Context: an optimization exercise on an open-source flow, tuned for small area. The choices shown serve that exercise and are no tape-out recipe. No functional check of the RTL was part of any run shown here. Power is estimated from default activity; no workload was simulated.

File: flow/run.sh
#!/bin/bash
# Standard layout, with the port buffers made from the smallest buffer
export BUFFER_PORTS_ARGS="-buffer_cell sky130_fd_sc_hd__buf_1"
cp standard.sh standard.sh.txt 2>/dev/null
bash standard.sh > standard.log 2>&1
File: constraint.sdc
create_clock -name core_clock -period 7.5 [get_ports {clk}]
set_input_delay 1.5000 -clock core_clock [delete_from_list [all_inputs] [get_ports {clk}]]
set_output_delay 1.5000 -clock core_clock [all_outputs]
set_load 0.01 [all_outputs]
File: design.v
package exu_pkg;
   localparam int GHR_SIZE_DEF = 8;
   typedef logic [31:0] data_t;                  
   typedef logic [31:1] pc_t;                    
   typedef logic [12:1] brimm_t;                 
   typedef logic [7:0]  btb_index_t;             
   typedef logic [4:0]  btb_tag_t;               
   typedef enum logic [4:0] {
      OP_ADD  = 5'd0,
      OP_SUB  = 5'd1,
      OP_AND  = 5'd2,
      OP_OR   = 5'd3,
      OP_XOR  = 5'd4,
      OP_SLT  = 5'd5,
      OP_SLTU = 5'd6,
      OP_SLL  = 5'd7,
      OP_SRL  = 5'd8,
      OP_SRA  = 5'd9,
      OP_BEQ  = 5'd10,
      OP_BNE  = 5'd11,
      OP_BLT  = 5'd12,
      OP_BGE  = 5'd13,
      OP_BLTU = 5'd14,
      OP_BGEU = 5'd15,
      OP_JAL  = 5'd16
   } alu_op_e;
   typedef struct packed {
      logic    valid;                            
      alu_op_e op;
   } alu_pkt_t;
   typedef struct packed {
      logic       valid;                         
      logic       ataken;                        
      logic       misp;                          
      logic       way;                           
      logic [1:0] hist;                          
   } predict_pkt_t;
   typedef struct packed {
      logic x_result;                            
      logic r_result;                            
      logic load_result;                         
   } bypass_t;
endpackage
module exu_operand_sel (
   input  logic               i_x_en,            
   input  exu_pkg::data_t     i_rs1_x,           
   input  exu_pkg::data_t     i_rs2_x,           
   input  exu_pkg::bypass_t   i_bypass1,         
   input  exu_pkg::bypass_t   i_bypass2,         
   input  exu_pkg::data_t     i_result_x,        
   input  exu_pkg::data_t     i_result_r,        
   input  exu_pkg::data_t     i_load_result,     
   input  exu_pkg::data_t     i_gpr_rs1,
   input  exu_pkg::data_t     i_gpr_rs2,
   input  logic               i_rs1_en,          
   input  logic               i_rs2_en,          
   input  logic               i_select_pc,       
   input  exu_pkg::data_t     i_immed,
   input  exu_pkg::pc_t       i_pc_d,
   output exu_pkg::data_t     o_rs1,             
   output exu_pkg::data_t     o_rs2
);
   logic h, s1x, s1r, s1l, s1p, s1g, s2x, s2r, s2l, s2g, s2i;
   assign h   = ~i_x_en;
   assign s1x = i_x_en & i_bypass1.x_result;
   assign s1r = i_x_en & i_bypass1.r_result;
   assign s1l = i_x_en & i_bypass1.load_result;
   assign s1p = i_x_en & ~|i_bypass1 & i_select_pc;
   assign s1g = i_x_en & ~|i_bypass1 & ~i_select_pc & i_rs1_en;
   assign s2x = i_x_en & i_bypass2.x_result;
   assign s2r = i_x_en & i_bypass2.r_result;
   assign s2l = i_x_en & i_bypass2.load_result;
   assign s2g = i_x_en & ~|i_bypass2 & i_rs2_en;
   assign s2i = i_x_en & ~|i_bypass2 & ~i_rs2_en;
   assign o_rs1 = ({32{h}}   & i_rs1_x)       |
                  ({32{s1x}} & i_result_x)    |
                  ({32{s1r}} & i_result_r)    |
                  ({32{s1l}} & i_load_result) |
                  ({32{s1p}} & {i_pc_d, 1'b0}) |
                  ({32{s1g}} & i_gpr_rs1);
   assign o_rs2 = ({32{h}}   & i_rs2_x)       |
                  ({32{s2x}} & i_result_x)    |
                  ({32{s2r}} & i_result_r)    |
                  ({32{s2l}} & i_load_result) |
                  ({32{s2g}} & i_gpr_rs2)     |
                  ({32{s2i}} & i_immed);
endmodule
module exu_alu (
   input  logic                   clk,
   input  logic                   i_rst,
   input  logic                   i_x_en,              
   input  exu_pkg::alu_pkt_t      i_ap,
   input  exu_pkg::data_t         i_rs1,
   input  exu_pkg::data_t         i_rs2,
   input  exu_pkg::pc_t           i_pc_d,
   input  exu_pkg::brimm_t        i_brimm,
   input  exu_pkg::predict_pkt_t  i_predict_d,
   input  logic                   i_flush_lower,       
   input  exu_pkg::pc_t           i_flush_path_lower,
   output exu_pkg::data_t         o_result_x,
   output exu_pkg::pc_t           o_pc_x,
   output exu_pkg::data_t         o_a_x,
   output exu_pkg::data_t         o_b_x,
   output exu_pkg::pc_t           o_pc2_x,             
   output exu_pkg::predict_pkt_t  o_predict_x,         
   output logic                   o_valid_x,
   output logic                   o_flush_upper_x,     
   output logic                   o_flush_final,
   output exu_pkg::pc_t           o_flush_path_final
);
   logic [4:0]             op_x;
   exu_pkg::data_t         a_x;
   exu_pkg::data_t         b_x;
   exu_pkg::brimm_t        brimm_x;
   exu_pkg::predict_pkt_t  pp_x;
   logic                   valid_x;
   always_ff @(posedge clk) begin
      if (i_rst) begin
         valid_x <= 1'b0;
      end else if (i_x_en) begin
         valid_x <= i_ap.valid & ~i_flush_lower;
      end else if (i_flush_lower) begin
         valid_x <= 1'b0;                        
      end
   end
   always_ff @(posedge clk) begin
      a_x <= i_rs1;
      b_x <= i_rs2;
   end
   always_ff @(posedge clk) begin
      if (i_x_en) begin
         op_x    <= i_ap.op;
         o_pc_x  <= i_pc_d;
         brimm_x <= i_brimm;
         pp_x    <= i_predict_d;
      end
   end
   logic is_jal, is_cond, is_br, inv;
   logic op_add, op_and, op_or, op_xor, op_slt, op_sltu, op_sll, op_srl, op_sra;
   assign is_jal  = op_x[4];
   assign is_cond = ~op_x[4] & op_x[3] & (op_x[2] | op_x[1]);
   assign is_br   = is_jal | is_cond;
   assign op_add  = (op_x[4:1] == 4'd0);                 
   assign op_and  = (op_x == 5'd2);
   assign op_or   = (op_x == 5'd3);
   assign op_xor  = (op_x == 5'd4);
   assign op_slt  = (op_x == 5'd5);
   assign op_sltu = (op_x == 5'd6);
   assign op_sll  = (op_x == 5'd7);
   assign op_srl  = (op_x == 5'd8);
   assign op_sra  = (op_x == 5'd9);
   assign inv     = (op_x == 5'd1) | op_slt | op_sltu | is_cond;
   exu_pkg::data_t bb, p, g, sum;
   logic [32:0]    c;
   assign bb = b_x ^ {32{inv}};
   assign p  = a_x ^ bb;
   assign g  = a_x & bb;
   assign c[0] = inv;
   for (genvar i = 0; i < 32; i += 2) begin : g_carry
      assign c[i+1] = g[i] | (p[i] & c[i]);
      assign c[i+2] = g[i+1] | (p[i+1] & g[i]) | (p[i+1] & p[i] & c[i]);
   end
   assign sum = p ^ c[31:0];
   logic ltu, lt, eq;
   assign ltu = ~c[32];
   assign lt  = (a_x[31] ^ b_x[31]) ? a_x[31] : ltu;
   assign eq  = &p;                                      
   exu_pkg::data_t a_rev, sh_in, shr, shr_rev;
   logic           fill;
   for (genvar i = 0; i < 32; i++) begin : g_rev
      assign a_rev[i]   = a_x[31-i];
      assign shr_rev[i] = shr[31-i];
   end
   assign sh_in = op_sll ? a_rev : a_x;
   assign fill  = op_sra & a_x[31];
   assign shr   = $signed({fill, sh_in}) >>> b_x[4:0];
   exu_pkg::pc_t pc2;
   logic [31:2]  ci;
   logic [8:0]   cb;
   assign cb[0] = 1'b1;
   for (genvar j = 0; j < 8; j++) begin : g_inc
      localparam int B = 2 + 4*j;
      if (j < 7) begin : g_full
         assign cb[j+1]  = cb[j] & (&o_pc_x[B+3:B]);
         assign ci[B+3]  = cb[j] & (&o_pc_x[B+2:B]);
      end else begin : g_last
         assign cb[j+1]  = 1'b0;
      end
      assign ci[B]   = cb[j];
      assign ci[B+1] = cb[j] & o_pc_x[B];
      if (j < 7 || B + 2 <= 31) begin : g_b2
         assign ci[B+2] = cb[j] & (&o_pc_x[B+1:B]);
      end
   end
   assign pc2 = {o_pc_x[31:2] ^ ci, o_pc_x[1]};
   assign o_pc2_x = pc2;
   always_comb begin
      o_result_x = ({32{op_add}}  & sum)
                 | ({32{op_and}}  & g)
                 | ({32{op_or}}   & (p | g))
                 | ({32{op_xor}}  & p)
                 | ({32{op_srl | op_sra}} & shr)
                 | ({32{op_sll}}  & shr_rev)
                 | ({32{is_jal}}  & {pc2, 1'b0});
      o_result_x[0] = o_result_x[0] | (op_slt & lt) | (op_sltu & ltu);
   end
   logic cond_met, t_br, actual_taken, misp;
   always_comb begin
      case (op_x[2:1])
         2'b01:   cond_met = eq;
         2'b10:   cond_met = lt;
         default: cond_met = ltu;
      endcase
      cond_met = cond_met ^ op_x[0];
   end
   assign t_br         = is_jal | (is_cond & cond_met);
   assign actual_taken = valid_x & t_br;
   assign misp         = valid_x & is_br & (pp_x.valid ? (pp_x.ataken ^ t_br) : t_br);
   exu_pkg::pc_t target;
   logic [12:1]  tp, tg;
   logic [13:1]  tc;
   logic [31:13] tinc, tdec;
   logic         up, dn;
   assign tp = o_pc_x[12:1] ^ brimm_x;
   assign tg = o_pc_x[12:1] & brimm_x;
   assign tc[1] = 1'b0;
   for (genvar k = 1; k < 13; k += 2) begin : g_tlo
      assign tc[k+1] = tg[k] | (tp[k] & tc[k]);
      assign tc[k+2] = tg[k+1] | (tp[k+1] & tg[k]) | (tp[k+1] & tp[k] & tc[k]);
   end
   assign up = tc[13] & ~brimm_x[12];
   assign dn = ~tc[13] & brimm_x[12];
   assign tinc[13] = 1'b1;
   assign tdec[13] = 1'b1;
   for (genvar k = 13; k < 31; k++) begin : g_thi
      assign tinc[k+1] = tinc[k] & o_pc_x[k];
      assign tdec[k+1] = tdec[k] & ~o_pc_x[k];
   end
   assign target = {o_pc_x[31:13] ^ (({19{up}} & tinc) | ({19{dn}} & tdec)),
                    tp ^ tc[12:1]};
   always_comb begin
      o_predict_x        = pp_x;
      o_predict_x.valid  = valid_x & (pp_x.valid | is_br);
      o_predict_x.ataken = actual_taken;
      o_predict_x.misp   = misp;
   end
   assign o_a_x              = a_x;
   assign o_b_x              = b_x;
   assign o_valid_x          = valid_x;
   assign o_flush_upper_x    = misp;
   assign o_flush_final      = i_flush_lower | misp;
   assign o_flush_path_final = i_flush_lower ? i_flush_path_lower :
                               actual_taken  ? target : pc2;
endmodule
module exu_ghr #(
   parameter int GHR_SIZE = exu_pkg::GHR_SIZE_DEF
) (
   input  logic                   clk,
   input  logic                   i_rst,
   input  logic                   i_x_en,
   input  logic                   i_r_en,
   input  exu_pkg::predict_pkt_t  i_predict_d,      
   input  exu_pkg::predict_pkt_t  i_predict_x,      
   input  logic                   i_valid_x,
   input  logic                   i_flush_final,
   output logic [GHR_SIZE-1:0]    o_ghr_d,
   output logic [GHR_SIZE-1:0]    o_ghr_x
);
   logic [GHR_SIZE-1:0] ghr_d_ns;
   logic [GHR_SIZE-1:0] ghr_x_ns;
   logic                shift_d;
   logic                shift_x;
   assign shift_d = i_x_en & i_predict_d.valid;               
   assign shift_x = i_r_en & i_valid_x & i_predict_x.valid;   
   assign ghr_x_ns = shift_x ? {o_ghr_x[GHR_SIZE-2:0], i_predict_x.ataken} : o_ghr_x;
   always_comb begin
      if (i_flush_final) begin
         ghr_d_ns = ghr_x_ns;                    
      end else if (shift_d) begin
         ghr_d_ns = {o_ghr_d[GHR_SIZE-2:0], i_predict_d.ataken};
      end else begin
         ghr_d_ns = o_ghr_d;
      end
   end
   always_ff @(posedge clk) begin
      if (i_rst) begin
         o_ghr_d <= '0;
         o_ghr_x <= '0;
      end else begin
         o_ghr_d <= ghr_d_ns;
         o_ghr_x <= ghr_x_ns;
      end
   end
endmodule
module exu_branch_pipe #(
   parameter int GHR_SIZE = exu_pkg::GHR_SIZE_DEF
) (
   input  logic                   clk,
   input  logic                   i_rst,
   input  logic                   i_x_en,
   input  logic                   i_r_en,
   input  exu_pkg::btb_index_t    i_index_d,
   input  exu_pkg::btb_tag_t      i_btag_d,
   input  exu_pkg::predict_pkt_t  i_predict_x,         
   input  logic                   i_valid_x,
   input  logic                   i_flush_upper_x,
   input  logic [GHR_SIZE-1:0]    i_ghr_x,
   input  exu_pkg::pc_t           i_flush_path_final,
   input  exu_pkg::pc_t           i_pc2_x,             
   output exu_pkg::predict_pkt_t  o_mp_pkt,
   output exu_pkg::btb_index_t    o_mp_index,
   output exu_pkg::btb_tag_t      o_mp_btag,
   output logic [GHR_SIZE-1:0]    o_mp_fghr,
   output logic                   o_br_valid_r,
   output logic                   o_br_mp_r,
   output logic                   o_br_way_r,
   output logic [1:0]             o_br_hist_r,
   output exu_pkg::btb_index_t    o_br_index_r,
   output exu_pkg::pc_t           o_npc_r
);
   exu_pkg::btb_index_t    index_x;
   exu_pkg::btb_tag_t      btag_x;
   exu_pkg::predict_pkt_t  pp_r;
   exu_pkg::pc_t           npc_x;
   always_ff @(posedge clk) begin
      if (i_x_en) begin
         index_x <= i_index_d;
         btag_x  <= i_btag_d;
      end
   end
   assign npc_x = i_flush_upper_x ? i_flush_path_final : i_pc2_x;
   always_ff @(posedge clk) begin
      if (i_rst) begin
         o_br_valid_r <= 1'b0;
      end else if (i_r_en) begin
         o_br_valid_r <= i_valid_x & i_predict_x.valid;
      end
   end
   always_ff @(posedge clk) begin
      if (i_r_en) begin
         pp_r         <= i_predict_x;
         o_br_index_r <= index_x;
         o_npc_r      <= npc_x;
      end
   end
   assign o_br_mp_r   = o_br_valid_r & pp_r.misp;
   assign o_br_way_r  = pp_r.way;
   assign o_br_hist_r = {2{o_br_valid_r}} & pp_r.hist;
   assign o_mp_pkt   = {6{i_flush_upper_x}} & i_predict_x;
   assign o_mp_index = {8{i_flush_upper_x}} & index_x;
   assign o_mp_btag  = {5{i_flush_upper_x}} & btag_x;
   assign o_mp_fghr  = {GHR_SIZE{i_flush_upper_x}} & i_ghr_x;
endmodule
module exu_top #(
   parameter int GHR_SIZE = exu_pkg::GHR_SIZE_DEF
) (
   input  logic                   clk,
   input  logic                   i_rst,
   input  logic                   i_x_en,              
   input  logic                   i_r_en,              
   input  exu_pkg::alu_pkt_t      i_ap,
   input  exu_pkg::bypass_t       i_bypass1,
   input  exu_pkg::bypass_t       i_bypass2,
   input  exu_pkg::data_t         i_result_r,
   input  exu_pkg::data_t         i_load_result,
   input  exu_pkg::data_t         i_gpr_rs1,
   input  exu_pkg::data_t         i_gpr_rs2,
   input  logic                   i_rs1_en,
   input  logic                   i_rs2_en,
   input  logic                   i_select_pc,
   input  exu_pkg::data_t         i_immed,
   input  exu_pkg::pc_t           i_pc_d,
   input  exu_pkg::brimm_t        i_brimm,
   input  exu_pkg::predict_pkt_t  i_predict_d,
   input  exu_pkg::btb_index_t    i_index_d,
   input  exu_pkg::btb_tag_t      i_btag_d,
   input  logic                   i_flush_lower,
   input  exu_pkg::pc_t           i_flush_path_lower,
   output exu_pkg::data_t         o_result_x,
   output exu_pkg::pc_t           o_pc_x,
   output logic                   o_flush_final,
   output exu_pkg::pc_t           o_flush_path_final,
   output logic [GHR_SIZE-1:0]    o_ghr_d,             
   output exu_pkg::predict_pkt_t  o_mp_pkt,
   output exu_pkg::btb_index_t    o_mp_index,
   output exu_pkg::btb_tag_t      o_mp_btag,
   output logic [GHR_SIZE-1:0]    o_mp_fghr,
   output logic                   o_br_valid_r,
   output logic                   o_br_mp_r,
   output logic                   o_br_way_r,
   output logic [1:0]             o_br_hist_r,
   output exu_pkg::btb_index_t    o_br_index_r,
   output exu_pkg::pc_t           o_npc_r
);
   exu_pkg::data_t         rs1_d;
   exu_pkg::data_t         rs2_d;
   exu_pkg::predict_pkt_t  predict_x;
   logic                   valid_x;
   logic                   flush_upper_x;
   logic [GHR_SIZE-1:0]    ghr_x;
   exu_pkg::pc_t           pc2_x;
   exu_pkg::data_t         a_x;
   exu_pkg::data_t         b_x;
   exu_operand_sel u_operand_sel (
      .i_x_en        (i_x_en),
      .i_rs1_x       (a_x),
      .i_rs2_x       (b_x),
      .i_bypass1     (i_bypass1),
      .i_bypass2     (i_bypass2),
      .i_result_x    (o_result_x),
      .i_result_r    (i_result_r),
      .i_load_result (i_load_result),
      .i_gpr_rs1     (i_gpr_rs1),
      .i_gpr_rs2     (i_gpr_rs2),
      .i_rs1_en      (i_rs1_en),
      .i_rs2_en      (i_rs2_en),
      .i_select_pc   (i_select_pc),
      .i_immed       (i_immed),
      .i_pc_d        (i_pc_d),
      .o_rs1         (rs1_d),
      .o_rs2         (rs2_d)
   );
   exu_alu u_alu (
      .clk                (clk),
      .i_rst              (i_rst),
      .i_x_en             (i_x_en),
      .i_ap               (i_ap),
      .i_rs1              (rs1_d),
      .i_rs2              (rs2_d),
      .i_pc_d             (i_pc_d),
      .i_brimm            (i_brimm),
      .i_predict_d        (i_predict_d),
      .i_flush_lower      (i_flush_lower),
      .i_flush_path_lower (i_flush_path_lower),
      .o_result_x         (o_result_x),
      .o_pc_x             (o_pc_x),
      .o_pc2_x            (pc2_x),
      .o_a_x              (a_x),
      .o_b_x              (b_x),
      .o_predict_x        (predict_x),
      .o_valid_x          (valid_x),
      .o_flush_upper_x    (flush_upper_x),
      .o_flush_final      (o_flush_final),
      .o_flush_path_final (o_flush_path_final)
   );
   exu_ghr #(
      .GHR_SIZE (GHR_SIZE)
   ) u_ghr (
      .clk           (clk),
      .i_rst         (i_rst),
      .i_x_en        (i_x_en),
      .i_r_en        (i_r_en),
      .i_predict_d   (i_predict_d),
      .i_predict_x   (predict_x),
      .i_valid_x     (valid_x),
      .i_flush_final (o_flush_final),
      .o_ghr_d       (o_ghr_d),
      .o_ghr_x       (ghr_x)
   );
   exu_branch_pipe #(
      .GHR_SIZE (GHR_SIZE)
   ) u_branch_pipe (
      .clk                (clk),
      .i_rst              (i_rst),
      .i_x_en             (i_x_en),
      .i_r_en             (i_r_en),
      .i_index_d          (i_index_d),
      .i_btag_d           (i_btag_d),
      .i_predict_x        (predict_x),
      .i_valid_x          (valid_x),
      .i_flush_upper_x    (flush_upper_x),
      .i_ghr_x            (ghr_x),
      .i_flush_path_final (o_flush_path_final),
      .i_pc2_x            (pc2_x),
      .o_mp_pkt           (o_mp_pkt),
      .o_mp_index         (o_mp_index),
      .o_mp_btag          (o_mp_btag),
      .o_mp_fghr          (o_mp_fghr),
      .o_br_valid_r       (o_br_valid_r),
      .o_br_mp_r          (o_br_mp_r),
      .o_br_way_r         (o_br_way_r),
      .o_br_hist_r        (o_br_hist_r),
      .o_br_index_r       (o_br_index_r),
      .o_npc_r            (o_npc_r)
   );
endmodule
File: standard.sh
#!/bin/bash
# synth_recipe.tcl (not shown) runs the flow's synth.tcl, then flattens the netlist and writes it again
# the make line also repeats each setting of config.mk as NAME=value (left out here)
make -C /OpenROAD-flow-scripts/flow DESIGN_CONFIG=/design/flow/config.mk WORK_HOME=/design/flow/orfs CLKGATE_MAP_FILE= SYNTH_SCRIPT=/design/flow/synth_recipe.tcl "${@:-finish}"
File: config.mk
export PLATFORM = sky130hd
export DESIGN_NAME = exu_top
export DESIGN_NICKNAME = exu_top
export VERILOG_FILES = /design/flow/design.v
export SDC_FILE = /design/flow/constraint.sdc
export NUM_CORES = 4
export LEC_CHECK = 0
export ABC_AREA = 1
export CAP_MARGIN = 20
export CORE_MARGIN = 2
export CORE_UTILIZATION = 35
export SETUP_SLACK_MARGIN = 0.25
export SLEW_MARGIN = 20
==> tab_implementation.tex, run 1 <==
\begin{tabular}{lr}
\hline
Metric & Value \\
\hline
\multicolumn{2}{l}{\textbf{Floorplan}} \\
Die W & between 200 and 250 microns \\
Number of top-level pins & 447 \\
Die Outline Area & between 40000 and 50000 sq um \\
Core area & about 44000 sq um \\
Standard-cell row count & 77 \\
Initial core utilization & 0.357 \\
Die Y-Extent & roughly 220 microns \\
\multicolumn{2}{l}{\textbf{GRT}} \\
Pin count of the biggest net entering global routing & between 50 and 60 \\
Antenna violations before repair & 15 \\
Aggregate global-route resource usage & 0.326 \\
Wire length of the first global-routing pass & roughly 110000 microns \\
Total congestion overflow after global routing & 0 \\
Vias in the first global route & about 18k \\
\multicolumn{2}{l}{\textbf{Yosys}} \\
Flops \& latches, synth & 191 \\
Count of flip-flops with a built-in enable after synthesis & between 100 and 150 \\
Net count after synthesis & 2639 \\
Post-synthesis mux area share & 0.00695 \\
Ys Warns & 3 \\
Synthesized instance count & between 2k and 2.5k \\
FFs w/ async S/R, synth & 0 \\
Post-synthesis instance area & about 16000 sq um \\
Library cells used by synthesis & 54 \\
Xor/xnor share of the synthesized area & 0.0420 \\
Synth Area in Compound Gates & 0.195 \\
Simple logic cell fraction of the synthesized area & 0.249 \\
Mean instance size in the synthesized netlist & between 7 and 8 sq um \\
Most common flop cell mapped by yosys & edfxtp\_1 \\
Portion of synthesized cell area occupied by the leading cell type & 0.207 \\
Arithmetic-cell share of the synthesized area counting full adders, half adders and majority gates & 0.0968 \\
Fraction of the yosys area taken by sequential cells & 0.310 \\
Cell taking the most area after synthesis & edfxtp\_1 \\
Main combinational cell family by area after synthesis & simple AND/OR/NAND/NOR gates \\
Most area-consuming cells after synthesis & edfxtp\_1 (21\%), nand2\_1 (16\%), dfxtp\_1 (10\%) \\
\multicolumn{2}{l}{\textbf{STA}} \\
Final number of max-transition violations & 0 \\
Setup repair after global routing missed its margin & true \\
Final count of negative-setup-slack endpoints & 0 \\
Time the final worst path needs with I/O delays and setup & around 7.3 ns \\
Worst Max-Slew Pin Slew & approximately 1.0 ns \\
Headroom to the max-slew limit & 0.304 \\
Least setup slack across all paths after layout & $\sim$0.18 ns \\
Final setup skew & around 0.021 ns \\
Highest Clock Rate & about 140 MHz \\
Accumulated negative setup slack & 0 ns \\
Final Hold Fails & 0 \\
Tcrit/Tclk final & 0.976 \\
\multicolumn{2}{l}{\textbf{Setup path}} \\
CP Data Required Time & 6.00 ns \\
Slowest stage cell on the critical path & edfxtp\_1 \\
Startpoint Class & flop \\
Critical setup path kind & flop to output port \\
CP Max Fanout & 9 \\
CP arrival & roughly 5.8 ns \\
Slowest Stage Delay on Critical Path & approximately 0.45 ns \\
CP Capture Type & output port \\
Most numerous cell on the critical path & nand2\_2 \\
\multicolumn{2}{l}{\textbf{Final layout}} \\
Final layout net count & approximately 3.2k \\
Most common cell after layout, fill and taps aside & nand2\_1 \\
Layout overhead on the synthesized area & 35.5\% \\
Highest-count cells in the layout ignoring fill and taps & nand2\_1 (633), buf\_1 (380), inv\_1 (257), o21ai\_0 (181), buf\_4 (145) \\
Number of fill cells in the layout & 4512 \\
Post-route non-filler standard cell count & between 3k and 4k \\
Ratio of cells with drive above 1 in the final layout & 0.179 \\
\multicolumn{2}{l}{\textbf{Routing}} \\
Number of DRC markers after the initial detailed-route iteration & 1876 \\
Mean routed wirelength per cell & 23.7 microns \\
Pre-Repair DR Iteration Count & 6 \\
Uppermost routed layer & met5 \\
Antenna Violating Nets Remaining & 0 \\
Via count & $\sim$19k \\
Total detailed-routing wirelength & 81000 microns \\
Residual DRC count & 0 \\
Met1 routed wirelength after detailed routing & between 30000 and 40000 microns \\
Detailed route wirelength on metal3 & 6440 microns \\
Met2 Wirelength & around 37000 microns \\
Mean number of vias per cell & about 5.6 \\
\multicolumn{2}{l}{\textbf{Place}} \\
Placed wire-length estimate & approximately 60000 microns \\
Quantity of I/O buffers inserted on ports & approximately 450 \\
Last weighted congestion value of the routability-driven placer & about 0.98 \\
Cell total after placement & 3229 \\
Setup slack after placement & between 0.1 and 0.15 ns \\
\multicolumn{2}{l}{\textbf{Clock network}} \\
CTS root buffer & clkbuf\_16 \\
H-tree Lvls & 4 \\
Clock tree from TritonCTS & yes \\
Clock tree buffer depth & 2 \\
Sinks on Clock Net & roughly 190 \\
Hold\_buf cts & 0 \\
CTS Buf Count & 17 \\
Clock slew at reported path FFs & about 0.090 ns \\
Insertion delay to the later sink of the worst-skew pair & 0.53 ns \\
\multicolumn{2}{l}{\textbf{Pwr}} \\
Worst vdd ir & roughly 0.00018 V \\
Post-layout power & 4.67 mW \\
LEAKAGE & around 9.3 nW \\
Areal power density over the cells & 218 nW/um\^{}2 \\
\multicolumn{2}{l}{\textbf{Run}} \\
Max-capacitance violation count & 0 \\
\multicolumn{2}{l}{\textbf{Worst hold path}} \\
Hold Crit Class & flop to flop \\
\multicolumn{2}{l}{\textbf{Status}} \\
Run status & timing/DRC/antenna clean \\
\hline
\end{tabular}
## power by group
part / total (mW) / internal [mW] / switching [mW]
Clock: 0.990 / 0.454 / 0.536
Sequential: 1.35 / 1.23 / 0.119
Combinational: 2.33 / 0.898 / 1.43
Total: 4.67 / 2.58 / 2.09
## sequential cells by signal, summed over array words and instances (netlist names), 8 cells and up
register / count
u_branch_pipe.o_npc_r: 31
u_alu.a_x: 32
u_ghr.o_ghr_x: 8
u_alu.brimm_x: 12
u_ghr.o_ghr_d: 8
u_branch_pipe.o_br_index_r: 8
u_alu.b_x: 32
u_branch_pipe.index_x: 8
u_alu.o_pc_x: 31
## layout make-up
type	count	area [sq um]	area share
Clock inverter	15	188	0.00874
Timing Repair inverter	2	27.5	0.00128
Inverter	279	1060	0.0496
Antenna cell	17	42.5	0.00198
Sequential cell	191	4910	0.229
Multi-Input combinational cell	1666	10400	0.484
Clock buffer	17	425	0.0198
Tap cell	592	741	0.0345
Timing Repair Buffer	641	3660	0.171
## metrics by stage
| stage | util | hold WS, ns | instance area, sq um |
|---|---|---|---|
| global route | 0.483 | 0.481 | 21500 |
| floorplan | - | 0.426 | 15800 |
| finish | 0.483 | 0.472 | 21500 |
| global placement | 0.410 | 0.431 | 18200 |
| detailed placement | 0.410 | 0.446 | 18200 |
| CTS | 0.449 | 0.467 | 19900 |
## per-layer routing
metal  track usage  vias up
met4         0.221        6
met1         0.394     9019
li1              -     8688
met2         0.525     1086
met5             0        -
met3        0.0665      257
## timing repair
item,4_1_cts,5_1_grt
cloned,4,7
setup endpoints to repair,67,89
pin swaps,11,61
endpoints found under the hold margin,0,0
buffers inserted,100,31
gates resized for setup,83,373
## critical path: cells and delay by family, from the launching register on
kind                       cells  cell delay [ns]
xor gates and xnor gates       1             0.19
DFF                            1             0.45
buffers and inverters          9             1.15
adders and majority gates      2             0.44
and+or+nand+nor               36             2.79
AOI/OAI and AO/OA              2             0.23
## synth_stat cells, drive strengths merged (6+ instances only)
cell     instances
nand2          685
o211ai          11
o22ai           24
buf             31
or2              9
ha              89
dfxtp           82
a211oi           6
nand3           59
inv            274
o21ai          244
nor2           134
a221oi          66
nor3            13
edfxtp         109
mux2i           11
xnor2           15
o221ai          14
o2111ai         22
clkbuf          91
nand4           52
xor2            61
a221o           12
a21oi           88
a31oi            8
fa              21
## final timing paths
kind | from | end | depth (start not counted) | slack (ns)
worst max-delay path | u_alu.op_x[2] | o_flush_path_final[31] | 50 | 0.18
worst min-delay path | u_alu.pp_x[0] | u_branch_pipe.pp_r[0] | 0 | 0.47
worst max register to register | u_alu.op_x[2] | u_ghr.o_ghr_d[1] | 61 | 0.19
worst min register to register | u_alu.pp_x[0] | u_branch_pipe.pp_r[0] | 0 | 0.47
## logic make-up (layout without fill, tap and decap cells)
logic type / Yosys count / count (layout)
other: 0 / 17
adder cells (fa/ha/maj): 110 / 110
multiplexers: 11 / 11
buffers and inverters: 401 / 954
flip-flops: 191 / 191
AND/OR/NAND/NOR: 962 / 964
XOR/XNOR: 76 / 76
AO/OA/AOI/OAI: 505 / 505
==> run 2: changes to the inputs <==
--- a/design.v
+++ b/design.v
@@ -43,6 +43,7 @@
 endpackage
 module exu_operand_sel (
    input  logic               i_x_en,            
+   input  logic               i_inv_d,           
    input  exu_pkg::data_t     i_rs1_x,           
    input  exu_pkg::data_t     i_rs2_x,           
    input  exu_pkg::bypass_t   i_bypass1,         
@@ -78,19 +79,20 @@
                   ({32{s1l}} & i_load_result) |
                   ({32{s1p}} & {i_pc_d, 1'b0}) |
                   ({32{s1g}} & i_gpr_rs1);
-   assign o_rs2 = ({32{h}}   & i_rs2_x)       |
-                  ({32{s2x}} & i_result_x)    |
+   exu_pkg::data_t rs2;
+   assign rs2   = ({32{s2x}} & i_result_x)    |
                   ({32{s2r}} & i_result_r)    |
                   ({32{s2l}} & i_load_result) |
                   ({32{s2g}} & i_gpr_rs2)     |
                   ({32{s2i}} & i_immed);
+   assign o_rs2 = ({32{h}} & i_rs2_x) | ({32{i_x_en}} & (rs2 ^ {32{i_inv_d}}));
 endmodule
 module exu_alu (
    input  logic                   clk,
    input  logic                   i_rst,
    input  logic                   i_x_en,              
    input  exu_pkg::alu_pkt_t      i_ap,
-   input  exu_pkg::data_t         i_rs1,
+   input  exu_pkg::data_t         i_rs1,               
    input  exu_pkg::data_t         i_rs2,
    input  exu_pkg::pc_t           i_pc_d,
    input  exu_pkg::brimm_t        i_brimm,
@@ -101,6 +103,7 @@
    output exu_pkg::pc_t           o_pc_x,
    output exu_pkg::data_t         o_a_x,
    output exu_pkg::data_t         o_b_x,
+   output logic                   o_inv_d,             
    output exu_pkg::pc_t           o_pc2_x,             
    output exu_pkg::predict_pkt_t  o_predict_x,         
    output logic                   o_valid_x,
@@ -109,11 +112,16 @@
    output exu_pkg::pc_t           o_flush_path_final
 );
    logic [4:0]             op_x;
+   logic                   inv_x;
    exu_pkg::data_t         a_x;
-   exu_pkg::data_t         b_x;
+   exu_pkg::data_t         b_x;                        
    exu_pkg::brimm_t        brimm_x;
    exu_pkg::predict_pkt_t  pp_x;
    logic                   valid_x;
+   assign o_inv_d = ~i_ap.op[4] & ((i_ap.op[3] & (i_ap.op[2] | i_ap.op[1])) |
+                                   (i_ap.op[3:0] == 4'd1) |
+                                   (i_ap.op[3:0] == 4'd5) |
+                                   (i_ap.op[3:0] == 4'd6));
    always_ff @(posedge clk) begin
       if (i_rst) begin
          valid_x <= 1'b0;
@@ -130,12 +138,13 @@
    always_ff @(posedge clk) begin
       if (i_x_en) begin
          op_x    <= i_ap.op;
+         inv_x   <= o_inv_d;
          o_pc_x  <= i_pc_d;
          brimm_x <= i_brimm;
          pp_x    <= i_predict_d;
       end
    end
-   logic is_jal, is_cond, is_br, inv;
+   logic is_jal, is_cond, is_br;
    logic op_add, op_and, op_or, op_xor, op_slt, op_sltu, op_sll, op_srl, op_sra;
    assign is_jal  = op_x[4];
    assign is_cond = ~op_x[4] & op_x[3] & (op_x[2] | op_x[1]);
@@ -149,22 +158,27 @@
    assign op_sll  = (op_x == 5'd7);
    assign op_srl  = (op_x == 5'd8);
    assign op_sra  = (op_x == 5'd9);
-   assign inv     = (op_x == 5'd1) | op_slt | op_sltu | is_cond;
-   exu_pkg::data_t bb, p, g, sum;
+   exu_pkg::data_t p, g, sum;
    logic [32:0]    c;
-   assign bb = b_x ^ {32{inv}};
-   assign p  = a_x ^ bb;
-   assign g  = a_x & bb;
-   assign c[0] = inv;
-   for (genvar i = 0; i < 32; i += 2) begin : g_carry
-      assign c[i+1] = g[i] | (p[i] & c[i]);
-      assign c[i+2] = g[i+1] | (p[i+1] & g[i]) | (p[i+1] & p[i] & c[i]);
+   assign p  = a_x ^ b_x;
+   assign g  = a_x & b_x;
+   assign c[0] = inv_x;
+   for (genvar j = 0; j < 32; j += 4) begin : g_carry
+      logic gg, pp;
+      assign gg = g[j+3] | (p[j+3] & g[j+2]) | (p[j+3] & p[j+2] & g[j+1]) |
+                  (p[j+3] & p[j+2] & p[j+1] & g[j]);
+      assign pp = &p[j+3:j];
+      assign c[j+1] = g[j] | (p[j] & c[j]);
+      assign c[j+2] = g[j+1] | (p[j+1] & g[j]) | (p[j+1] & p[j] & c[j]);
+      assign c[j+3] = g[j+2] | (p[j+2] & g[j+1]) | (p[j+2] & p[j+1] & g[j]) |
+                      (p[j+2] & p[j+1] & p[j] & c[j]);
+      assign c[j+4] = gg | (pp & c[j]);
    end
    assign sum = p ^ c[31:0];
    logic ltu, lt, eq;
    assign ltu = ~c[32];
-   assign lt  = (a_x[31] ^ b_x[31]) ? a_x[31] : ltu;
-   assign eq  = &p;                                      
+   assign lt  = p[31] ? ltu : a_x[31];
+   assign eq  = &p;
    exu_pkg::data_t a_rev, sh_in, shr, shr_rev;
    logic           fill;
    for (genvar i = 0; i < 32; i++) begin : g_rev
@@ -175,24 +189,62 @@
    assign fill  = op_sra & a_x[31];
    assign shr   = $signed({fill, sh_in}) >>> b_x[4:0];
    exu_pkg::pc_t pc2;
-   logic [31:2]  ci;
-   logic [8:0]   cb;
-   assign cb[0] = 1'b1;
-   for (genvar j = 0; j < 8; j++) begin : g_inc
-      localparam int B = 2 + 4*j;
-      if (j < 7) begin : g_full
-         assign cb[j+1]  = cb[j] & (&o_pc_x[B+3:B]);
-         assign ci[B+3]  = cb[j] & (&o_pc_x[B+2:B]);
-      end else begin : g_last
-         assign cb[j+1]  = 1'b0;
+   logic [13:2]  ci;                 
+   logic [31:14] q;                  
+   logic [31:13] z;                  
+   logic [3:0]   cib;
+   logic [5:0]   qb, zb;
+   assign cib[0] = 1'b1;
+   for (genvar j = 0; j < 3; j++) begin : g_cib
+      assign cib[j+1] = cib[j] & (&o_pc_x[5+4*j:2+4*j]);
+   end
+   for (genvar k = 2; k <= 13; k++) begin : g_ci
+      localparam int B = 2 + 4*((k-2)/4);
+      if (k == B) begin : g_s
+         assign ci[k] = cib[(k-2)/4];
+      end else begin : g_m
+         assign ci[k] = cib[(k-2)/4] & (&o_pc_x[k-1:B]);
       end
-      assign ci[B]   = cb[j];
-      assign ci[B+1] = cb[j] & o_pc_x[B];
-      if (j < 7 || B + 2 <= 31) begin : g_b2
-         assign ci[B+2] = cb[j] & (&o_pc_x[B+1:B]);
+   end
+   assign qb[0] = 1'b1;
+   assign zb[0] = 1'b1;
+   for (genvar j = 0; j < 5; j++) begin : g_qb
+      assign qb[j+1] = qb[j] & (&o_pc_x[17+4*j < 31 ? 17+4*j : 30 : 14+4*j]);
+      assign zb[j+1] = zb[j] & ~(|o_pc_x[16+4*j < 31 ? 16+4*j : 30 : 13+4*j]);
+   end
+   for (genvar k = 14; k <= 31; k++) begin : g_q
+      localparam int B = 14 + 4*((k-14)/4);
+      if (k == B) begin : g_s
+         assign q[k] = qb[(k-14)/4];
+      end else begin : g_m
+         assign q[k] = qb[(k-14)/4] & (&o_pc_x[k-1:B]);
       end
    end
-   assign pc2 = {o_pc_x[31:2] ^ ci, o_pc_x[1]};
+   for (genvar k = 13; k <= 31; k++) begin : g_z
+      localparam int B = 13 + 4*((k-13)/4);
+      if (k == B) begin : g_s
+         assign z[k] = zb[(k-13)/4];
+      end else begin : g_m
+         assign z[k] = zb[(k-13)/4] & ~(|o_pc_x[k-1:B]);
+      end
+   end
+   logic [31:13] inc2, tflip;        
+   assign inc2 = {{18{ci[13] & o_pc_x[13]}} & q, ci[13]};
+   logic [12:1]  tp, tg, tlo;
+   logic [13:1]  tc;
+   logic         up, dn;
+   assign tp = o_pc_x[12:1] ^ brimm_x;
+   assign tg = o_pc_x[12:1] & brimm_x;
+   assign tc[1] = 1'b0;
+   for (genvar k = 1; k < 13; k += 2) begin : g_tlo
+      assign tc[k+1] = tg[k] | (tp[k] & tc[k]);
+      assign tc[k+2] = tg[k+1] | (tp[k+1] & tg[k]) | (tp[k+1] & tp[k] & tc[k]);
+   end
+   assign tlo = tp ^ tc[12:1];
+   assign up = tc[13] & ~brimm_x[12];
+   assign dn = ~tc[13] & brimm_x[12];
+   assign tflip = ({19{up}} & {{18{o_pc_x[13]}} & q, 1'b1}) | ({19{dn}} & z);
+   assign pc2 = {o_pc_x[31:13] ^ inc2, o_pc_x[12:2] ^ ci[12:2], o_pc_x[1]};
    assign o_pc2_x = pc2;
    always_comb begin
       o_result_x = ({32{op_add}}  & sum)
@@ -216,28 +268,9 @@
    assign t_br         = is_jal | (is_cond & cond_met);
    assign actual_taken = valid_x & t_br;
    assign misp         = valid_x & is_br & (pp_x.valid ? (pp_x.ataken ^ t_br) : t_br);
-   exu_pkg::pc_t target;
-   logic [12:1]  tp, tg;
-   logic [13:1]  tc;
-   logic [31:13] tinc, tdec;
-   logic         up, dn;
-   assign tp = o_pc_x[12:1] ^ brimm_x;
-   assign tg = o_pc_x[12:1] & brimm_x;
-   assign tc[1] = 1'b0;
-   for (genvar k = 1; k < 13; k += 2) begin : g_tlo
-      assign tc[k+1] = tg[k] | (tp[k] & tc[k]);
-      assign tc[k+2] = tg[k+1] | (tp[k+1] & tg[k]) | (tp[k+1] & tp[k] & tc[k]);
-   end
-   assign up = tc[13] & ~brimm_x[12];
-   assign dn = ~tc[13] & brimm_x[12];
-   assign tinc[13] = 1'b1;
-   assign tdec[13] = 1'b1;
-   for (genvar k = 13; k < 31; k++) begin : g_thi
-      assign tinc[k+1] = tinc[k] & o_pc_x[k];
-      assign tdec[k+1] = tdec[k] & ~o_pc_x[k];
-   end
-   assign target = {o_pc_x[31:13] ^ (({19{up}} & tinc) | ({19{dn}} & tdec)),
-                    tp ^ tc[12:1]};
+   exu_pkg::pc_t fpu;
+   assign fpu = {o_pc_x[31:13] ^ (actual_taken ? tflip : inc2),
+                 actual_taken ? tlo : pc2[12:1]};
    always_comb begin
       o_predict_x        = pp_x;
       o_predict_x.valid  = valid_x & (pp_x.valid | is_br);
@@ -249,8 +282,7 @@
    assign o_valid_x          = valid_x;
    assign o_flush_upper_x    = misp;
    assign o_flush_final      = i_flush_lower | misp;
-   assign o_flush_path_final = i_flush_lower ? i_flush_path_lower :
-                               actual_taken  ? target : pc2;
+   assign o_flush_path_final = i_flush_lower ? i_flush_path_lower : fpu;
 endmodule
 module exu_ghr #(
    parameter int GHR_SIZE = exu_pkg::GHR_SIZE_DEF
@@ -305,8 +337,8 @@
    input  logic                   i_valid_x,
    input  logic                   i_flush_upper_x,
    input  logic [GHR_SIZE-1:0]    i_ghr_x,
-   input  exu_pkg::pc_t           i_flush_path_final,
    input  exu_pkg::pc_t           i_pc2_x,             
+   input  exu_pkg::pc_t           i_flush_path_final,
    output exu_pkg::predict_pkt_t  o_mp_pkt,
    output exu_pkg::btb_index_t    o_mp_index,
    output exu_pkg::btb_tag_t      o_mp_btag,
@@ -328,7 +360,15 @@
          btag_x  <= i_btag_d;
       end
    end
-   assign npc_x = i_flush_upper_x ? i_flush_path_final : i_pc2_x;
+   logic ld_f, ld_s;
+   assign ld_f = i_r_en & i_flush_upper_x;
+   assign ld_s = i_r_en & ~i_flush_upper_x;
+   assign npc_x = ({31{~i_r_en}} & o_npc_r)            |
+                  ({31{ld_f}}    & i_flush_path_final) |
+                  ({31{ld_s}}    & i_pc2_x);
+   always_ff @(posedge clk) begin
+      o_npc_r <= npc_x;
+   end
    always_ff @(posedge clk) begin
       if (i_rst) begin
          o_br_valid_r <= 1'b0;
@@ -340,7 +380,6 @@
       if (i_r_en) begin
          pp_r         <= i_predict_x;
          o_br_index_r <= index_x;
-         o_npc_r      <= npc_x;
       end
    end
    assign o_br_mp_r   = o_br_valid_r & pp_r.misp;
@@ -400,9 +439,11 @@
    logic [GHR_SIZE-1:0]    ghr_x;
    exu_pkg::pc_t           pc2_x;
    exu_pkg::data_t         a_x;
+   logic                   inv_d;
    exu_pkg::data_t         b_x;
    exu_operand_sel u_operand_sel (
       .i_x_en        (i_x_en),
+      .i_inv_d       (inv_d),
       .i_rs1_x       (a_x),
       .i_rs2_x       (b_x),
       .i_bypass1     (i_bypass1),
@@ -436,6 +477,7 @@
       .o_pc_x             (o_pc_x),
       .o_pc2_x            (pc2_x),
       .o_a_x              (a_x),
+      .o_inv_d            (inv_d),
       .o_b_x              (b_x),
       .o_predict_x        (predict_x),
       .o_valid_x          (valid_x),
@@ -470,8 +512,8 @@
       .i_valid_x          (valid_x),
       .i_flush_upper_x    (flush_upper_x),
       .i_ghr_x            (ghr_x),
-      .i_flush_path_final (o_flush_path_final),
       .i_pc2_x            (pc2_x),
+      .i_flush_path_final (o_flush_path_final),
       .o_mp_pkt           (o_mp_pkt),
       .o_mp_index         (o_mp_index),
       .o_mp_btag          (o_mp_btag),
==> flow/run.sh (replaced) <==
#!/bin/bash
# Layout flow: the standard flow with
#  - synthesis through flow/synth.tcl (the standard flow's synthesis, final ABC mapping
#    from flow/abc_map.script); registers are mapped exactly as standard
#  - port buffers made from the smallest buffer cell
set -euo pipefail
HERE=$(pwd)
export FLOW_ABC_SCRIPT=$HERE/flow/abc_map.script
export BUFFER_PORTS_ARGS="-buffer_cell sky130_fd_sc_hd__buf_1"
# the make command line standard.sh uses, with our synthesis script
MK=$(grep -o 'make -C .*' standard.sh | head -1)
MK=${MK%\"\$\{@:-finish\}\"}
MK=$(echo "$MK" | sed "s|SYNTH_SCRIPT=[^ ]*|SYNTH_SCRIPT=$HERE/flow/synth.tcl|")
echo "$MK synth" > synth_cmd.txt
eval "$MK synth" > synth.log 2>&1
bash standard.sh > standard.log 2>&1
==> flow/abc_map.script (new file) <==
strash
dch
map -D 3500
topo
stime -c
buffer -c
upsize -c
dnsize -c
==> flow/synth.tcl (new file) <==
# The standard flow's synthesis (synth_recipe.tcl), with ORFS's final ABC mapping
# replaced by the area-recovering script in abc_map.script
proc synth {args} { yosys synth -nofsm -noshare {*}$args }
proc abc {args} {
  set i [lsearch -exact $args -script]
  if { $i >= 0 } {
    lset args [expr {$i + 1}] $::env(FLOW_ABC_SCRIPT)
  }
  yosys abc {*}$args
}
source $::env(SCRIPTS_DIR)/synth.tcl
# left out here: clear keep_hierarchy, flatten, clean up, hide names made inside functions, write 1_2_yosys.v
==> tab_implementation.tex, run 2 <==
\begin{tabular}{lr}
\hline
Metric & Value \\
\hline
\multicolumn{2}{l}{\textbf{STA}} \\
Worst Max-Slew Pin Slew & 1.25 ns (+0.219 ns) \\
Tcrit/Tclk final & 0.931 (-0.0451) \\
Time the final worst path needs with I/O delays and setup & 6.98 ns (-0.338 ns) \\
Final count of negative-setup-slack endpoints & 0 (unchanged) \\
Worst hold slack after final layout & 0.454 ns (-0.0177 ns) \\
Final Hold Fails & 0 (unchanged) \\
Headroom to the max-slew limit & 0.155 (-0.149) \\
Accumulated negative setup slack & 0 ns (unchanged) \\
Final setup skew & 0.0265 ns (+0.00595 ns) \\
Final number of max-transition violations & 0 (unchanged) \\
Setup repair after global routing missed its margin & true \\
Highest Clock Rate & 143 MHz (+4.8\%) \\
\multicolumn{2}{l}{\textbf{Yosys}} \\
Count of flip-flops with a built-in enable after synthesis & 111 (+1.8\%) \\
Flops \& latches, synth & 192 (+0.52\%) \\
Most area-consuming cells after synthesis & edfxtp\_1 (21\%), nand2\_1 (12\%), dfxtp\_1 (10\%) \\
FFs w/ async S/R, synth & 0 (unchanged) \\
Ys Warns & 3 (unchanged) \\
Synthesized instance count & 2202 (-2.4\%) \\
Most common flop cell mapped by yosys & edfxtp\_1 \\
Most numerous cell in the Yosys netlist & nand2\_1 \\
Portion of synthesized cell area occupied by the leading cell type & 0.211 (+0.00432) \\
Post-synthesis instance area & 15800 sq um (-0.25\%) \\
Net count after synthesis & 2575 (-2.4\%) \\
Post-synth top cells & nand2\_1 (496), inv\_1 (260), nor2\_1 (196), o21ai\_0 (181), a21oi\_1 (123) \\
Mean instance size in the synthesized netlist & 7.18 sq um (+2.2\%) \\
Library cells used by synthesis & 65 (+20\%) \\
Cell taking the most area after synthesis & edfxtp\_1 \\
Fraction of the yosys area taken by sequential cells & 0.314 (+0.00332) \\
\multicolumn{2}{l}{\textbf{Floorplan}} \\
Core area & 44400 sq um (unchanged) \\
Standard-cell row count & 77 (unchanged) \\
Initial core utilization & 0.356 (-0.000901) \\
Die W & 216 microns (-0.12\%) \\
Die Outline Area & 46900 sq um (-0.25\%) \\
Die Y-Extent & 216 microns (-0.12\%) \\
Number of top-level pins & 447 (unchanged) \\
\multicolumn{2}{l}{\textbf{Worst hold path}} \\
Hold Crit Class & flop to flop \\
\multicolumn{2}{l}{\textbf{GRT}} \\
Total congestion overflow after global routing & 0 (unchanged) \\
Antenna violations before repair & 4 (-11) \\
Vias in the first global route & 16.7k (-8.4\%) \\
Aggregate global-route resource usage & 0.311 (-0.0154) \\
Pin count of the biggest net entering global routing & 72 (+41\%) \\
Wire length of the first global-routing pass & 108000 microns (-4.9\%) \\
\multicolumn{2}{l}{\textbf{Routing}} \\
Via count & 17.9k (-6.2\%) \\
Number of DRC markers after the initial detailed-route iteration & 1875 (-0.053\%) \\
Mean number of vias per cell & 5.59 (+0.24\%) \\
Total detailed-routing wirelength & 75500 microns (-6.7\%) \\
Residual DRC count & 0 (unchanged) \\
Mean routed wirelength per cell & 23.6 microns (-0.36\%) \\
Antenna Violating Nets Remaining & 0 (unchanged) \\
Pre-Repair DR Iteration Count & 6 (unchanged) \\
\multicolumn{2}{l}{\textbf{Setup path}} \\
Most numerous cell on the critical path & o21ai\_2 \\
Slowest Stage Delay on Critical Path & 0.46 ns (about the same) \\
CP Max Fanout & 35 (+26) \\
CP Data Required Time & 6.00 ns (about the same) \\
Slowest stage cell on the critical path & edfxtp\_1 \\
Critical setup path kind & flop to output port \\
CP arrival & 5.48 ns (-0.34 ns) \\
CP Capture Type & output port \\
Startpoint Class & flop \\
\multicolumn{2}{l}{\textbf{Place}} \\
Quantity of I/O buffers inserted on ports & 445 (unchanged) \\
Placed wire-length estimate & 61400 microns (+1.8\%) \\
Cell total after placement & 3160 (-2.1\%) \\
Last weighted congestion value of the routability-driven placer & 1.03 (+4.9\%) \\
\multicolumn{2}{l}{\textbf{Clock network}} \\
CTS Buf Count & 17 (unchanged) \\
Clock tree buffer depth & 2 (unchanged) \\
H-tree Lvls & 4 (unchanged) \\
Clock tree from TritonCTS & yes \\
Sinks on Clock Net & 192 (+0.52\%) \\
Clock slew at reported path FFs & 0.08 ns (about the same) \\
CTS root buffer & clkbuf\_16 \\
Insertion delay to the later sink of the worst-skew pair & 0.50 ns (-0.03 ns) \\
\multicolumn{2}{l}{\textbf{Final layout}} \\
Highest-count cells in the layout ignoring fill and taps & nand2\_1 (496), buf\_1 (442), inv\_1 (259), nor2\_1 (193), o21ai\_0 (181) \\
Final layout net count & 2967 (-6.7\%) \\
Ratio of cells with drive above 1 in the final layout & 0.0518 (-0.128) \\
Layout overhead on the synthesized area & 18.8\% \\
Post-route non-filler standard cell count & 3201 (-6.4\%) \\
Fraction of the core area covered by cells at the end of the flow & 0.423 (-0.0608) \\
Number of fill cells in the layout & 4824 (+6.9\%) \\
Most common cell after layout, fill and taps aside & nand2\_1 \\
\multicolumn{2}{l}{\textbf{Pwr}} \\
Post-layout power & 3.87 mW (-17\%) \\
Areal power density over the cells & 206 nW/um\^{}2 (-5.3\%) \\
Worst vdd ir & 0.000124 V (-30\%) \\
LEAKAGE & 7.68 nW (-18\%) \\
\multicolumn{2}{l}{\textbf{Run}} \\
Max-capacitance violation count & 0 (unchanged) \\
\multicolumn{2}{l}{\textbf{Status}} \\
Run status & timing/DRC/antenna clean \\
\hline
\end{tabular}
-- run 2: cell count changes in the layout (fill, tap and decap cells not counted), moves of 23 or more --
cell and delta:
a221oi_1 -23, o21ai_2 -30, buf_6 -48, buf_1 +62
nand2_1 -137, nor2_1 +88, buf_4 -103, nand2_2 -34
a21oi_1 +41, a22oi_1 +83, buf_2 -45
-- run 2: critical path: cells and delay by family (launching register included) --
family	cells	cell delay, ns
compound gates	14	2.27
xor+xnor	1	0.20
fa+ha+maj	1	0.26
buf+inv	5	0.75
flops	1	0.46
simple gates	9	1.04
-- run 2: metal layers --
metal  part of all wire  track usage  vias up
li1                   -            -     8354
met3              0.079       0.0383      125
met2               0.43        0.479      990
met1               0.45        0.441     8410
met4              0.039        0.126        0
met5                  0            0        -
-- run 2: final cells by class --
cell class | instances | area (sq um) | area share
diodes | 2 | 5.00 | 0.000267
clock buffers | 17 | 425 | 0.0227
clock inverters | 15 | 200 | 0.0107
inverters | 274 | 1040 | 0.0556
multi-input cells | 1619 | 9340 | 0.498
flip-flops and latches | 192 | 4950 | 0.264
well taps | 592 | 741 | 0.0395
repair buffers | 490 | 2050 | 0.109
-- run 2: cells by family (layout without fill, tap and decap cells) --
kind of cell / after synthesis / in the layout / share of synthesized area
other: 0 / 2 / 0
and+or+nand+nor: 851 / 853 / 0.225
adders and majority gates: 100 / 100 / 0.0858
muxes: 8 / 8 / 0.00507
AOI/OAI and AO/OA: 603 / 603 / 0.240
xor gates and xnor gates: 55 / 55 / 0.0310
DFF: 192 / 192 / 0.314
buffers and inverters: 393 / 796 / 0.0995
-- run 2: repair_timing --
item                                    4_1_cts  5_1_grt
hold buffers                                  0        0
setup buffers                                 0        5
resized for setup                             0        5
endpoints found under the setup margin        0        7
-- run 2: where the power goes --
| group | total (mW) | internal, mW | switching, mW |
|---|---|---|---|
| registers | 1.34 | 1.24 | 0.0970 |
| clock network | 0.976 | 0.458 | 0.518 |
| logic | 1.56 | 0.491 | 1.06 |
| total | 3.87 | 2.19 | 1.68 |
-- run 2: per-stage QoR --
step	instance area, sq um	setup slack [ns]
after detailed placement	18000	0.910
after global placement	18000	1.01
final	18800	0.520
after CTS	18700	0.327
after global routing	18800	0.212
after floorplan	15800	1.40
-- run 2: final timing paths --
kind                                          startpoint  slack [ns]  cells after the start                             to
worst min register to register  u_branch_pipe.index_x[6]        0.45                      0  u_branch_pipe.o_br_index_r[6]
worst min-delay path            u_branch_pipe.index_x[6]        0.45                      0  u_branch_pipe.o_br_index_r[6]
worst max register to register                      flop        2.11                     30      u_branch_pipe.o_npc_r[12]
worst max-delay path                                flop        0.52                     30         o_flush_path_final[14]

[port drivers added, routing unchanged]
In the flow no input, the clock included, has a driving cell. The finished layouts below were timed again as built, in two steps.
Step 1 assumes that a clkbuf_16 drives the clock port and a buf_2 every other input.
Step 2, shift: input delay + t, output delay - t, t = (earliest + latest rising clock arrival at the registers) / 2. This alone moves slack from input paths to output paths.
Three values: ideal ports, drivers, drivers and shift; two values: the first two.
run | shift t [ns] | setup WS [ns] | hold WS [ns] | clock arrival spread, ns | worst slew at a driven data input, ns
run 1 | 0.575 | 0.182 / 0.126 / 0.188 | 0.472 / 0.472 / 0.472 | 0.020 / 0.020 | 0.12
run 2 | 0.540 | 0.520 / 0.462 / 1.002 | 0.454 / 0.454 / 0.454 | 0.027 / 0.026 | 0.08
After both steps setup and hold are still met in every run listed.
